What follows belongs to an exercise in optimizing a design on an open flow for small area, a short achievable clock period and few clock cycles per item; a production flow would make more cautious choices. In this exercise RTL edits were held to simulation tests only and were not proved equivalent to the original. Power figures rest on the tool's default switching activity, not on a simulated workload.

Design roberts_cross_gradient, start of the top module:
module roberts_cross_gradient
#(
   parameter int MAX_WIDTH  = rcg_pkg::DEF_MAX_WIDTH,
   parameter int MAX_HEIGHT = rcg_pkg::DEF_MAX_HEIGHT
)(
   input  logic                     clock,
   input  logic                     reset,
   input  logic                     csr_wr_en,
   input  logic [rcg_pkg::CSR_WIDTH-1:0]     csr_wr_data,
   input  logic                     req_valid,
   output logic                     req_ready,
   input  logic [rcg_pkg::PIX_W-1:0]         req_pixel,
   input  logic                     req_start_of_frame,
   output logic                     rsp_valid,
   input  logic                     rsp_ready,
   output logic [rcg_pkg::ROW_W-1:0]         rsp_out_row,
   output logic [rcg_pkg::COL_W-1:0]         rsp_out_col,
   output logic signed [rcg_pkg::GRAD_W-1:0] rsp_diag_grad,
   output logic signed [rcg_pkg::GRAD_W-1:0] rsp_anti_grad,
   output logic [rcg_pkg::MAG_W-1:0]         rsp_magnitude,
   output logic                     rsp_last
);
For scale: roughly 7000 cells after synthesis, about 3000 flip-flops, about 81 I/O pins, ~0.12 mm^2 of cells after synthesis.
make LEC_CHECK=0 CAP_MARGIN=20 CORE_MARGIN=2 CORE_UTILIZATION=70 CTS_CLUSTER_DIAMETER=80 CTS_CLUSTER_SIZE=25 SETUP_SLACK_MARGIN=4.0 SLEW_MARGIN=20 finish   # period 7.0 ns
run.sh (not shown) runs the stock make flow with config.mk's settings and CLKGATE_MAP_FILE= SYNTH_SCRIPT=/design/flow/synth_recipe.tcl, a recipe that flattens the netlist after the stock synthesis.
Testbench counts at the start, summed over its fixed seeds: cycles 20,259, items 17,628.
Rerun with:
--- a/flow/design.v
+++ b/flow/design.v
@@ -255,32 +255,25 @@
          b_c0 <= a_c0;
       end
       for (int i = 0; i < MAX_WIDTH; i++)
          if (adv & b_g[(i/16)%4] & b_lq[i/64][i%16]) line_mem[i] <= b_pq[i/64];
    end
    logic            c_v, c_z, c_c0;
    logic [7:0]      c_p, c_u, lp, ulp;
    logic [7:0]      c_uq [4];
-   logic [3:0]      c_qs;          
-   logic            c_ge;          
-   assign c_u  = c_uq[0] | c_uq[1] | c_uq[2] | c_uq[3];
-   assign c_ge = (c_qs[0] & (c_uq[0] >= lp)) | (c_qs[1] & (c_uq[1] >= lp)) |
-                 (c_qs[2] & (c_uq[2] >= lp)) | (c_qs[3] & (c_uq[3] >= lp));
+   assign c_u = c_uq[0] | c_uq[1] | c_uq[2] | c_uq[3];
    always_ff @(posedge clock) begin
       if (reset) c_v <= 1'b0;
       else if (adv) c_v <= b_v;
    end
    always_ff @(posedge clock) begin
       if (adv) begin
          c_p  <= b_p;
-         for (int q = 0; q < 4; q++) begin
-            c_uq[q] <= b_rq[q];
-            c_qs[q] <= |b_lq[q];
-         end
+         for (int q = 0; q < 4; q++) c_uq[q] <= b_rq[q];
          c_z  <= b_z;
          c_c0 <= b_c0;
       end
       if (adv & c_v) begin
          lp  <= c_p;
          ulp <= c_u;
       end
    end
@@ -315,17 +308,17 @@
          p_y[0]  <= $signed({1'b0, c_u}) - $signed({1'b0, lp});
          for (int k = 1; k < NST; k++) begin
             p_z[k]  <= p_z[k-1];
             p_c0[k] <= p_c0[k-1];
             p_x[k]  <= p_x[k-1];
             p_y[k]  <= p_y[k-1];
          end
          d_ax <= (ulp >= c_p) ? ulp - c_p : c_p - ulp;
-         d_ay <= c_ge ? c_u - lp : lp - c_u;
+         d_ay <= (c_u >= lp) ? c_u - lp : lp - c_u;
          e_r0 <= sq_r0;
          e_r1 <= sq_r1;
          e_r2 <= sq_r2;
          e_s  <= SQ_W'(e_r0 + e_r1 + e_r2);
       end
    end
    logic [15:0] rem_c  [15];
    logic [13:0] root_c [15];
=>
- non-clock buffer count rose by 13
- cell area came out lower by 0.48%
- count of clock-buffer cells in the layout went down by 6
- worst setup slack loses 0.024 ns
- clock power rose by 2.3%
- wire length rose by 1.6%
- power is higher by 0.35%
- synthesized area drops by 0.71%
- maximum frequency goes down by 0.79%
Testbench counts after the change, summed over its fixed seeds: cycles 20,259, items 17,628.

--- another note on this design; it stands on its own ---

## JK
==> flow/design.v (excerpt) <==
module roberts_cross_gradient
#(
   parameter int MAX_WIDTH  = rcg_pkg::DEF_MAX_WIDTH,
   parameter int MAX_HEIGHT = rcg_pkg::DEF_MAX_HEIGHT
)(
   input  logic                     clock,
   input  logic                     reset,
   input  logic                     csr_wr_en,
   input  logic [rcg_pkg::CSR_WIDTH-1:0]     csr_wr_data,
   input  logic                     req_valid,
   output logic                     req_ready,
   input  logic [rcg_pkg::PIX_W-1:0]         req_pixel,
   input  logic                     req_start_of_frame,
   output logic                     rsp_valid,
   input  logic                     rsp_ready,
   output logic [rcg_pkg::ROW_W-1:0]         rsp_out_row,
   output logic [rcg_pkg::COL_W-1:0]         rsp_out_col,
   output logic signed [rcg_pkg::GRAD_W-1:0] rsp_diag_grad,
   output logic signed [rcg_pkg::GRAD_W-1:0] rsp_anti_grad,
   output logic [rcg_pkg::MAG_W-1:0]         rsp_magnitude,
   output logic                     rsp_last
);
   localparam int CW = $clog2(MAX_WIDTH);       
  ...
Size: roughly 7000 cells after synthesis, ~3000 flip-flops, about 0.12 mm2 of cells after synthesis.
Settings: LEC_CHECK=0, CAP_MARGIN=20, CORE_MARGIN=2, CORE_UTILIZATION=70, CTS_CLUSTER_DIAMETER=80, CTS_CLUSTER_SIZE=25, SETUP_SLACK_MARGIN=4.0, SLEW_MARGIN=20; clock period 7.0 ns.
run.sh (not shown) runs the stock make flow with config.mk's settings and CLKGATE_MAP_FILE= SYNTH_SCRIPT=/design/flow/synth_recipe.tcl, a recipe that flattens the netlist after the stock synthesis.
Every stage of the flow completed for JK, and the final layout passed the timing, design-rule and antenna checks.
Testbench counts of JK, summed over its fixed seeds: cycles 20,259, items 17,628.
Relative to JK, the following input files were edited for MS:
-- flow/design.v --
<<< JK, line 222
   logic            b_v, b_z, b_c0;
   logic [7:0]      b_p;
   logic [7:0]      b_pq [2];
   logic [15:0]     b_lq [4];
   logic [3:0]      b_g;
>>> MS, line 222
   logic            b_v, b_z, b_c0;
   logic [7:0]      b_p;
   logic [7:0]      b_pq [4];
   logic [15:0]     b_lq [4];
   logic [3:0]      b_g;
<<< JK, line 236
         for (int g = 4*q; g < 4*q+4; g++) b_rq[q] |= grp[g] & {8{b_g[g%4]}};
      end
      b_p = b_pq[0] | b_pq[1];
   end
   logic            wr_ff;
>>> MS, line 236
         for (int g = 4*q; g < 4*q+4; g++) b_rq[q] |= grp[g] & {8{b_g[g%4]}};
      end
      b_p = b_pq[0] | b_pq[1] | b_pq[2] | b_pq[3];
   end
   logic            wr_ff;
<<< JK, line 255
      if (adv) begin
         for (int q = 0; q < 4; q++) begin
            b_lq[q] <= (a_col[7:6] == 2'(q)) ? 16'(1) << a_col[3:0] : '0;
         end
         for (int h = 0; h < 2; h++) b_pq[h] <= (a_col[7] == 1'(h)) ? a_p : '0;
         b_z  <= a_z;
         b_c0 <= a_c0;
      end
      for (int i = 0; i < MAX_WIDTH; i++)
         if (wr_ff & b_g[(i/16)%4] & b_lq[i/64][i%16]) line_mem[i] <= b_pq[i/128];
   end
   logic            c_v, c_z, c_c0;
>>> MS, line 255
      if (adv) begin
         for (int q = 0; q < 4; q++) begin
            b_pq[q] <= (a_col[7:6] == 2'(q)) ? a_p : '0;
            b_lq[q] <= (a_col[7:6] == 2'(q)) ? 16'(1) << a_col[3:0] : '0;
         end
         b_z  <= a_z;
         b_c0 <= a_c0;
      end
      for (int i = 0; i < MAX_WIDTH; i++)
         if (wr_ff & b_g[(i/16)%4] & b_lq[i/64][i%16]) line_mem[i] <= b_pq[i/64];
   end
   logic            c_v, c_z, c_c0;
==> summary.txt <==
- MS vs. JK: via count of the first global-routing pass went up by 1295.
- JK → MS: clock network fraction of design power picked up an extra 0.2 points; global-route wire length before repair picked up an extra 9.0 mm.
- Going from JK to MS, combinational share of power shrinks by 0.3 points.
- MS vs JK on worst setup slack: MS is the lower one.
- Diode insertion count for antenna repair: MS > JK
Testbench counts of MS, summed over its fixed seeds: cycles 20,259, items 17,628.

afterwards: timing with drivers on the ports:
How much do the figures lean on ideal ports? The routed layouts below were timed once more, with nothing changed but the port constraints.
Step 1 assumes that a clkbuf_16 drives the clock port and a buf_2 every other input.
Step 2, shift: input delay + t, output delay - t, t = (earliest + latest rising clock arrival at the registers) / 2. This alone moves slack from input paths to output paths.
Slacks: ideal / step 1 / step 2; pairs: ideal / step 1.
run	t, ns	setup WS [ns]	slew at the worst register clock pin (ns)	cell pins on the clock port's net
the first run of note 1	0.921	3.963 / 3.954 / 3.296	0.10 / 0.10	1
the second run of note 1	0.899	3.939 / 3.939 / 3.332	0.10 / 0.10	1
JK	0.909	4.048 / 3.972 / 3.304	0.10 / 0.10	1
MS	0.914	4.000 / 3.968 / 3.339	0.10 / 0.10	1
After both steps every run listed still meets setup and hold. For JK, which loses most, drivers alone change the setup slack by -0.076 ns; drivers and shift together by -0.744 ns.
